What follows belongs to an exercise in optimizing a design on an open flow for small area, a short achievable clock period and few clock cycles per item; a production flow would make more cautious choices.
Where RTL was checked, it was by simulation tests only, not by an equivalence proof against the original.
Power figures rest on the tool's default switching activity, not on a simulated workload.

Design source_line_tokenizer_core, start of the top module:
module source_line_tokenizer_core (
    input  logic        i_clk,
    input  logic        i_rst_n,
    input  logic        i_in_valid,
    output logic        o_in_ready,
    input  logic [8:0]  i_in_data,
    output logic        o_out_valid,
    input  logic        i_out_ready,
    output logic [44:0] o_out_data
);
Size in the first run: ~98 flip-flops, ~60 I/O pins, about 5400 µm² of cells after synthesis.
export LEC_CHECK = 0
export CAP_MARGIN = 20
export CORE_MARGIN = 2
export CORE_UTILIZATION = 65
export PLACE_DENSITY = 0.75
export SETUP_SLACK_MARGIN = 5
export SLEW_MARGIN = 20
create_clock -name core_clock -period 7.5 [get_ports {i_clk}]
run.sh (not shown) runs the stock make flow with config.mk's settings and CLKGATE_MAP_FILE= SYNTH_SCRIPT=/design/flow/synth_recipe.tcl, a recipe that flattens the netlist after the stock synthesis.
The first run failed in global routing.
Then changed:
- ABC_CLOCK_PERIOD_IN_PS: default -> 2500
- CTS_CLUSTER_DIAMETER: default -> 100
- CTS_CLUSTER_SIZE: default -> 40
After rerunning: The new run failed in global routing on DPL-0038; area after synthesis does not change; synthesized cell count stays the same.
Function was not checked in any run of this note: the RTL went through the layout flow alone.

========
Setup of build 40:
source_line_tokenizer_core, a different RTL version from the one above (not shown whole).
Size: roughly 99 flip-flops, roughly 5900 µm² of cells after synthesis.
Design source_line_tokenizer_core, start of the top module:
module source_line_tokenizer_core (
    input  logic        i_clk,
    input  logic        i_rst_n,
    input  logic        i_in_valid,
    output logic        o_in_ready,
    input  logic [8:0]  i_in_data,
    output logic        o_out_valid,
    input  logic        i_out_ready,
    output logic [44:0] o_out_data
);
clock: 7.5 ns
lec_check: 0
abc_area: 1
cap_margin: 20
core_margin: 2
core_utilization: 55
place_density: 0.7
setup_slack_margin: 5
slew_margin: 20
standard.sh (not shown) runs the stock make flow with config.mk's settings and CLKGATE_MAP_FILE= SYNTH_SCRIPT=/design/flow/synth_recipe.tcl, a recipe that flattens the netlist after the stock synthesis.
==> flow/flow/run.sh <==
#!/bin/bash
# Standard layout with plain buffers on the ports. Each step's full log
# stays in orfs/logs/; make's output goes to standard.log.
set -euo pipefail
bash standard.sh SETUP_SLACK_MARGIN=5.2 "BUFFER_PORTS_ARGS=-buffer_cell sky130_fd_sc_hd__buf_2" finish > standard.log 2>&1
Build 40 finished end to end and its layout was clean on timing, DRC and antenna.
Testbench counts of build 40, summed over its fixed seeds: cycles 36,164, items 32,063.
[inputs] build 11 vs build 40
- CORE_UTILIZATION: 55 -> 60
- SLEW_MARGIN: 20 -> 0
- PLACE_DENSITY: 0.7 -> 0.72
- CAP_MARGIN: 20 -> 0
-- flow/flow/run.sh --
<<< build 40, line 5
bash standard.sh SETUP_SLACK_MARGIN=5.2 "BUFFER_PORTS_ARGS=-buffer_cell sky130_fd_sc_hd__buf_2" finish > standard.log 2>&1
>>> build 11, line 5
bash standard.sh "BUFFER_PORTS_ARGS=-buffer_cell sky130_fd_sc_hd__buf_2" finish > standard.log 2>&1
### Flow results
Core box area went down by a little under 10% going from build 40 to build 11.
Area: build 11 vs build 40 -> build 11 smaller
First-pass GRT wire length in build 11 is 7.3% below build 40.
Max ratio of routed vias to standard cells across build 11 and build 40: build 40
The run showing the greater wire length is build 40.
Here is what was changed in the inputs of build 63 compared with build 11.
- CAP_MARGIN changed from 0 to 20
- TNS_END_PERCENT newly set to 20
- SLEW_MARGIN changed from 0 to 20
Notes after the runs:
Build 63: sequential share of layout area 0.95 points above build 11. Build 11 and build 63 ended up with roughly the same post-route clock period utilization. [compare] base=build 11 new=build 63: overall routed net length fell 4.0%, worst setup slack essentially unchanged, detail-routed net length per standard cell went down. From build 11 to build 63 the numbers moved as follows: worst hold slack moved up, total setup buffers inserted after CTS shows a reduction of 7, pin slew with the least headroom to its limit decreased by 0.083 ns relative to the old numbers.
For build 60, these inputs were changed with respect to build 63:
- ABC_AREA no longer set, was 1
- TNS_END_PERCENT now 5, was 20
Findings:
Relative to build 63, final core utilization has gone up in build 60. Taking build 63 as the reference point, the hold slack of build 60 rises by 0.0059 ns. In build 60 the buffers inserted during post-CTS setup optimization turned out 39 higher than in build 63. Post-synthesis share of cell area spent on and, or, nand and nor gates: build 60 and build 63 compared, lower one is build 60. Via count, build 60 and build 63, lower one = build 63. Build 60 ends up with a sequential share of layout area that is 4.1 points lower than in build 63. Diff build 60 and build 63: critical path depth higher in build 60. In build 60, the highest cell delay on the worst timing path came out 0.02 ns below the value in build 63.
Changes in build 56 relative to build 60:
- CORE_UTILIZATION changed from 60 to 65
- TNS_END_PERCENT changed from 5 to 20
- ABC_AREA newly set to 1
- PLACE_DENSITY changed from 0.72 to 0.75
## What came out
Per the comparison of build 56 with build 60, hold slack saw a decrease; overall track demand over capacity in global routing saw a decrease; global-route met1 utilization saw a decrease.
From build 60 to build 56 the numbers moved as follows: register-to-register slack moved up, total internal power grew by 25%.
For build 60, the capture point of the critical path was r_ocol[11], unlike build 56, where it was o_out_data[17].
Detailed route wirelength on metal2 shrinks by more than 10% when moving from build 60 to build 56.
Number of nets in the final layout went up by more than 10% going from build 60 to build 56.
Summary: with build 60 as the reference, vias per cell in build 56 moved down by more than 10%.
Build 56 vs build 60: met3 capacity usage during global routing down

========
Another version of the RTL of source_line_tokenizer_core (not shown whole).
For scale: ~710 cells after synthesis, about 0.0054 mm2 of cells after synthesis.
Settings: LEC_CHECK=0, ABC_AREA=1, CAP_MARGIN=20, CORE_MARGIN=2, CORE_UTILIZATION=70, PLACE_DENSITY=0.8, SETUP_SLACK_MARGIN=5, SLEW_MARGIN=20, TNS_END_PERCENT=5; clock period 7.5 ns.
==> flow/flow/run.sh <==
#!/bin/bash
# Standard layout with plain buffers on the ports. Each step's full log
# stays in orfs/logs/; make's output goes to standard.log.
set -euo pipefail
bash standard.sh "BUFFER_PORTS_ARGS=-buffer_cell sky130_fd_sc_hd__buf_2" finish > standard.log 2>&1
Testbench counts at the start, summed over its fixed seeds: cycles 36,118, items 32,063.
Change:
--- a/flow/config.mk
+++ b/flow/config.mk
@@ -9,6 +9,9 @@
 export CAP_MARGIN = 20
 export CORE_MARGIN = 2
-export CORE_UTILIZATION = 70
-export PLACE_DENSITY = 0.8
+export CORE_UTILIZATION = 60
+export CTS_CLUSTER_DIAMETER = 60
+export CTS_CLUSTER_SIZE = 25
+export GPL_TIMING_DRIVEN = 0
+export PLACE_DENSITY = 0.72
 export SETUP_SLACK_MARGIN = 5
 export SLEW_MARGIN = 20
Die area climbs by 16%.
Sequential power hardly moves.
Design area drops by 2.7%.
Register-to-register slack is better by 0.12 ns.
Worst setup slack is better by 0.089 ns.
Wire length drops by 5.0%.
Non-clock buffer count drops by 13.
Via count drops by 6.9%.
Power drops by 5.6%.
First-iteration DRC count drops by 42%.
Change:
--- a/flow/config.mk
+++ b/flow/config.mk
@@ -10,8 +10,6 @@
 export CORE_MARGIN = 2
 export CORE_UTILIZATION = 60
-export CTS_CLUSTER_DIAMETER = 60
-export CTS_CLUSTER_SIZE = 25
 export GPL_TIMING_DRIVEN = 0
-export PLACE_DENSITY = 0.72
+export PLACE_DENSITY = 0.65
 export SETUP_SLACK_MARGIN = 5
 export SLEW_MARGIN = 20
Total power grows by about 1.2%.
Routed wire length grows by about 2%.
Critical path depth does not change.
Worst setup slack is worse by 0.042 ns.
Via count barely changes.

========
## job 4341
Starting RTL as in the previous note.
clock: 7.5 ns
lec_check: 0
abc_area: 1
cap_margin: 20
core_margin: 2
core_utilization: 60
gpl_timing_driven: 0
place_density: 0.72
setup_slack_margin: 5
slew_margin: 20
tns_end_percent: 5
Scripts as last shown in full above: flow/flow/run.sh
Testbench counts of job 4341, summed over its fixed seeds: cycles 36,118, items 32,063.
--- input diff job 4341..job 5574 ---
Settings: removing GPL_TIMING_DRIVEN (formerly 0); changing CORE_UTILIZATION from 60 to 55; changing PLACE_DENSITY from 0.72 to 0.7.
==> notes.md <==
Job 5574 vs job 4341: routing usage on met2 down
Taking job 4341 over job 5574, the amount of wire on met2 after detailed routing ratio works out to 1.05.
Compared with job 4341, job 5574 has less setup slack.
The lower slack of the worst reg-to-reg path came out of job 5574.
Lower relative area change from synthesis to final layout was reported by job 4341, not job 5574.
Non-clock buffer count in the final layout in job 5574 is about 2.3% below job 4341.
Job 5574: flow completed, timing, DRC and antenna clean
> inputs changed (job 5574 -> job 6103)
Settings: GPL_TIMING_DRIVEN now 0, previously not set; CAP_MARGIN now 10, was 20; CORE_UTILIZATION now 60, was 55; SLEW_MARGIN now 10, was 20; PLACE_DENSITY now 0.72, was 0.7.
Findings:
- Every stage of the flow completed for job 6103, and the final layout passed the timing, design-rule and antenna checks.
- Critical path start-end classification: reg -> reg -> job 5574, reg -> out -> job 6103
- Looking at proportion of power drawn by the clock network, job 6103 sits 2.7 points below job 5574.
- Sort job 5574 and job 6103 by routed wire length desc -> top: job 6103
- | critical path's largest stage delay | higher: job 5574 |
- The post-route worst hold slack of job 6103 was inferior to that of job 5574.
- Clock skew of job 5574 is on par with job 6103.
> inputs changed (job 6103 -> job 6773)
Settings: a change of CAP_MARGIN from 10 to 20; an added CTS_BUF_LIST of sky130_fd_sc_hd__clkbuf_16; a change of SLEW_MARGIN from 10 to 20.
## What came out
- Total of clock buffers placed in the layout | job 6773 below job 6103
- Compared with job 6103, job 6773 shows a multi-input combinational area share that is 1.0 points lower.
- The area growth from synthesis to layout number comes out lower for job 6103 vs job 6773.
- [compare] base=job 6103 new=job 6773: wire length of the first global-routing pass went up; non-clock buffer area fraction after layout went up.
- Job 6103 -> job 6773: placed cell area delta 0, exact match
- Sort job 6773 and job 6103 by part of the power in the clock network asc -> top: job 6103
- Between job 6103 and job 6773, the flow reports power attributed to the clock group increasing by more than a quarter.
- Diff job 6103 -> job 6773 | summed area of non-filler cells in the final layout | up by a few percent

========
Starting RTL as in the previous note.
clock: 7.5 ns
lec_check: 0
abc_area: 1
cap_margin: 20
core_margin: 2
core_utilization: 60
gpl_timing_driven: 0
place_density: 0.72
setup_slack_margin: 4.9
slew_margin: 20
tns_end_percent: 5
Scripts as last shown in full above: flow/flow/run.sh
The baseline finished with timing, DRC and antenna clean.
Testbench counts at the start, summed over its fixed seeds: cycles 36,118, items 32,063.
==> next run, changes <==
--- a/flow/config.mk
+++ b/flow/config.mk
@@ -11 +11 @@
-export CORE_UTILIZATION = 60
+export CORE_UTILIZATION = 65
@@ -13,2 +13,2 @@
-export PLACE_DENSITY = 0.72
-export SETUP_SLACK_MARGIN = 4.9
+export PLACE_DENSITY = 0.75
+export SETUP_SLACK_MARGIN = 5
Non-clock buffer count went up by 10. Global-route usage went up by 4.6 points. Via count grows by 5.8%. Register-to-register slack improved by 110 ps. Sequential share of layout area shrinks by 0.68 points. Power fell by about 0.7%. Combinational power climbs by 7.0%. Worst setup slack improved by 68 ps. Cell area rose by about 1.8%. Wire length climbs by about 8%.
==> next run, changes <==
--- a/flow/config.mk
+++ b/flow/config.mk
@@ -11,3 +11,2 @@
-export CORE_UTILIZATION = 65
-export GPL_TIMING_DRIVEN = 0
-export PLACE_DENSITY = 0.75
+export CORE_UTILIZATION = 60
+export PLACE_DENSITY = 0.72
@@ -16 +15 @@
-export TNS_END_PERCENT = 5
+export TNS_END_PERCENT = 10
What happened:
- power increases by 1.1%
- clock skew is higher by 3.9 ps
- setup slack loses 12 ps
- global-route usage came out lower by 6.7 points
- core utilization drops by 5.1 points
- wire length went down by 9.9%
- final cell count is about the same
- non-clock buffer count came out lower by 4
- first-iteration DRC count went down by 20%
==> next run, changes <==
==> flow/run.sh (new file) <==
#!/bin/bash
# synth_recipe.tcl (not shown) runs the flow's synth.tcl, then flattens the netlist and writes it again
# the make line also repeats each setting of config.mk as NAME=value (left out here)
make -C /OpenROAD-flow-scripts/flow DESIGN_CONFIG=/design/flow/config.mk WORK_HOME=/design/flow/orfs CLKGATE_MAP_FILE= SYNTH_SCRIPT=/design/flow/synth_recipe.tcl finish
--- a/flow/config.mk
+++ b/flow/config.mk
@@ -11,0 +12 @@
+export GPL_TIMING_DRIVEN = 0
@@ -15 +16 @@
-export TNS_END_PERCENT = 10
+export TNS_END_PERCENT = 5
removed: flow/flow/run.sh
removed: flow/standard.sh
What happened: Non-clock buffer count goes up by 3. Clock skew barely changes. Global-route usage goes up by 3.4 points. First-iteration DRC count goes up by 19%. Hold slack loses 4.2 ps.

========
Another version of the RTL of source_line_tokenizer_core (not shown whole).
For scale: roughly 710 cells after synthesis, ~60 I/O pins.
Design source_line_tokenizer_core, start of the top module:
module source_line_tokenizer_core (
    input  logic        i_clk,
    input  logic        i_rst_n,
    input  logic        i_in_valid,
    output logic        o_in_ready,
    input  logic [8:0]  i_in_data,
    output logic        o_out_valid,
    input  logic        i_out_ready,
    output logic [44:0] o_out_data
);
clock: 7.5 ns
lec_check: 0
abc_area: 1
cap_margin: 20
core_margin: 2
core_utilization: 60
place_density: 0.72
setup_slack_margin: 5
slew_margin: 20
tns_end_percent: 5
==> flow/flow/run.sh <==
#!/bin/bash
# Standard layout with plain buffers on the ports. Each step's full log
# stays in orfs/logs/; make's output goes to standard.log.
set -euo pipefail
bash standard.sh "BUFFER_PORTS_ARGS=-buffer_cell sky130_fd_sc_hd__buf_1" finish > standard.log 2>&1
Edit:
--- a/flow/flow/run.sh
+++ b/flow/flow/run.sh
@@ -5 +5 @@
-bash standard.sh "BUFFER_PORTS_ARGS=-buffer_cell sky130_fd_sc_hd__buf_1" finish > standard.log 2>&1
+bash standard.sh "BUFFER_PORTS_ARGS=-buffer_cell sky130_fd_sc_hd__buf_2" finish > standard.log 2>&1
The new run went through all stages and came out clean.
Area after synthesis stays the same.
Global-route usage is lower by 0.63 points.
Register-to-register slack gets better by 70 ps.
Setup slack gets worse by 13 ps.
Hold slack gets better by 6.9 ps.
Cell count is lower by about 1.6%.
Final area is lower by about 3%.
Non-clock buffer count is lower by 15.
Function was not checked in any run of this note: the RTL went through the layout flow alone.

========
Another version of the RTL of source_line_tokenizer_core (not shown whole).
For scale: ~740 cells after synthesis, about 98 flip-flops.
==> flow/design.v (excerpt) <==
module source_line_tokenizer_core (
    input  logic        i_clk,
    input  logic        i_rst_n,
    input  logic        i_in_valid,
    output logic        o_in_ready,
    input  logic [8:0]  i_in_data,
    output logic        o_out_valid,
    input  logic        i_out_ready,
    output logic [44:0] o_out_data
);
clock: 7.5 ns
lec_check: 0
abc_area: 1
cap_margin: 20
core_margin: 2
core_utilization: 60
place_density: 0.72
setup_slack_margin: 5
slew_margin: 20
tns_end_percent: 20
==> flow/flow/run.sh <==
#!/bin/bash
# Standard layout with plain buffers on the ports. Each step's full log
# stays in orfs/logs/; make's output goes to standard.log.
set -euo pipefail
bash standard.sh "BUFFER_PORTS_ARGS=-buffer_cell sky130_fd_sc_hd__buf_2" finish > standard.log 2>&1
The baseline completed with no timing, DRC or antenna violations.
Rerun with:
--- a/flow/config.mk
+++ b/flow/config.mk
@@ -15 +15 @@
-export TNS_END_PERCENT = 20
+export TNS_END_PERCENT = 5
After rerunning: Area after synthesis is unchanged. Worst hold slack hardly moves. Cell area is about the same. Total power is about the same.
No run of this note included a check of the RTL's function; only the layout flow was run.

========
== run A ==
RTL: one of the versions met above, not the one the previous note started from.
Size in the first run: ~98 flip-flops, about 60 I/O pins, about 5400 um^2 of cells after synthesis.
==> flow/config.mk <==
export PLATFORM = sky130hd
export DESIGN_NAME = source_line_tokenizer_core
export DESIGN_NICKNAME = source_line_tokenizer_core
export VERILOG_FILES = /design/flow/design.v
export SDC_FILE = /design/flow/constraint.sdc
export NUM_CORES = 4
export LEC_CHECK = 0
export ABC_AREA = 1
export CAP_MARGIN = 20
export CORE_MARGIN = 2
export CORE_UTILIZATION = 60
export GPL_TIMING_DRIVEN = 0
export PLACE_DENSITY = 0.72
export SETUP_SLACK_MARGIN = 5
export SLEW_MARGIN = 20
export TNS_END_PERCENT = 5
==> flow/constraint.sdc <==
create_clock -name core_clock -period 7.5 [get_ports {i_clk}]
set_input_delay 1.5000 -clock core_clock [delete_from_list [all_inputs] [get_ports {i_clk}]]
set_output_delay 1.5000 -clock core_clock [all_outputs]
set_load 0.01 [all_outputs]
==> flow/flow/run.sh <==
#!/bin/bash
# Standard layout with plain buffers on the ports. Each step's full log
# stays in orfs/logs/; make's output goes to standard.log.
set -euo pipefail
bash standard.sh "BUFFER_PORTS_ARGS=-buffer_cell sky130_fd_sc_hd__buf_4" finish > standard.log 2>&1
Testbench counts of run A, summed over its fixed seeds: cycles 36,118, items 32,063.
Changes in run B relative to run A:
- putting GPL_ROUTABILITY_DRIVEN at 0 where nothing was set
==> flow/flow/run.sh <==
#!/bin/bash
# Standard layout with plain buffers on the ports. Each step's full log
# stays in orfs/logs/; make's output goes to standard.log.
set -euo pipefail
bash standard.sh "BUFFER_PORTS_ARGS=-buffer_cell sky130_fd_sc_hd__buf_2" finish > standard.log 2>&1
Notes after the runs:
Run B vs run A — wire length dropped by more than 10%
Run B: no failed stages, no open violations at the end
Diff run A -> run B: part of the power in combinational logic dropped 0.8 points; total track usage shrank by 3.7 points; fmax +about 3%; data required time at the worst endpoint dropped 1.65 ns.
Modified inputs, run C compared to run B
- removing GPL_TIMING_DRIVEN (formerly 0)
- removing GPL_ROUTABILITY_DRIVEN (formerly 0)
[summary]
Run C: PASS, flow complete, no timing, DRC or antenna violations. Delta (run C minus run B): hold slack picked up an extra 0.0033 ns; highest clock rate lost 7.6 MHz; total number of vias lost 1.0%; post-route fraction of the period consumed by the critical path picked up an extra 0.64 points. Run C against run B; average detailed-routed wire length per instance is up by a few percent. Summed area of non-filler cells in the final layout delta (run C -> run B): insignificant. Taking run B as the reference, in run C routed via count divided by cell count down 0.59%; clock share of power down 1.2 points; wire length up about 4.3%.
Edits applied to the flow inputs when going from run C to run D:
==> flow/flow/run.sh <==
#!/bin/bash
# Standard layout with plain buffers on the ports. Each step's full log
# stays in orfs/logs/; make's output goes to standard.log.
set -euo pipefail
bash standard.sh SETUP_SLACK_MARGIN=5.15 "BUFFER_PORTS_ARGS=-buffer_cell sky130_fd_sc_hd__buf_2" finish > standard.log 2>&1
==> notes.md <==
The endpoint required time on the critical path reported for run D is greater than that of run C by 1.61 ns.
Diff run C -> run D: number of buffers added by the clock tree synthesis step level, worst supply voltage drop on vdd now sits lower, final critical delay including setup and external delays fell by 0.087 ns, power picked up an extra about 3.3%.
Run D against run C: wire length of the first global-routing pass saw an increase, total negative slack for setup checks saw little to no change, combined global-route utilization of all metal layers saw an increase, sequential cell area share saw a decrease.

## separate check: timing with driven ports
In the flow no input, the clock included, has a driving cell. The finished layouts below were timed again as built, in two steps.
Step 1: set_driving_cell puts a clkbuf_16 on i_clk and a buf_2 on each other input, an assumption about the parent block.
Step 2, shift: input delay + t, output delay - t, t = (earliest + latest rising clock arrival at the registers) / 2. This alone moves slack from input paths to output paths.
Three values: ideal ports, drivers, drivers and shift; two values: the first two.
run	t (ns)	setup slack, ns	worst setup path at the end	worst data-port slew with drivers (ns)
build 40	0.407	5.015 / 4.979 / 4.780	input to register	0.04
build 11	0.416	4.988 / 4.988 / 4.663	input to register	0.03
build 63	0.422	4.989 / 4.954 / 4.653	input to register	0.03
build 60	0.413	4.685 / 4.685 / 4.331	input to register	0.04
build 56	0.406	4.987 / 4.957 / 4.678	input to register	0.03
the first run of note 3	0.400	4.927 / 4.927 / 4.543	input to register	0.03
the second run of note 3	0.390	5.016 / 4.981 / 4.659	input to register	0.03
the third run of note 3	0.401	4.974 / 4.936 / 4.673	input to register	0.04
job 4341	0.390	5.016 / 4.981 / 4.659	input to register	0.03
job 5574	0.409	4.980 / 4.946 / 4.649	input to register	0.03
job 6103	0.390	5.016 / 4.981 / 4.659	input to register	0.03
job 6773	0.385	4.992 / 4.991 / 4.628	input to register	0.03
the first run of note 5	0.407	4.925 / 4.934 / 4.531	input to register	0.03
the second run of note 5	0.399	4.993 / 4.958 / 4.649	input to register	0.03
the third run of note 5	0.401	4.982 / 4.947 / 4.638	input to register	0.03
the fourth run of note 5	0.412	4.950 / 4.914 / 4.569	input to register	0.03
the first run of note 6	0.397	4.951 / 4.963 / 4.566	input to register	0.03
the second run of note 6	0.405	4.939 / 4.942 / 4.546	input to register	0.03
the first run of note 7	0.407	4.930 / 4.943 / 4.536	input to register	0.03
the second run of note 7	0.407	4.926 / 4.940 / 4.533	input to register	0.03
run A	0.404	4.951 / 4.942 / 4.596	input to register	0.04
run B	0.392	5.024 / 4.989 / 4.702	input to register	0.03
run C	0.403	4.976 / 4.941 / 4.635	input to register	0.03
run D	0.400	5.063 / 5.046 / 4.646	input to register	0.05
After both steps every run listed still meets setup and hold. The setup slack of run D, which loses most, moves by -0.017 ns with the drivers and by -0.417 ns with both steps.
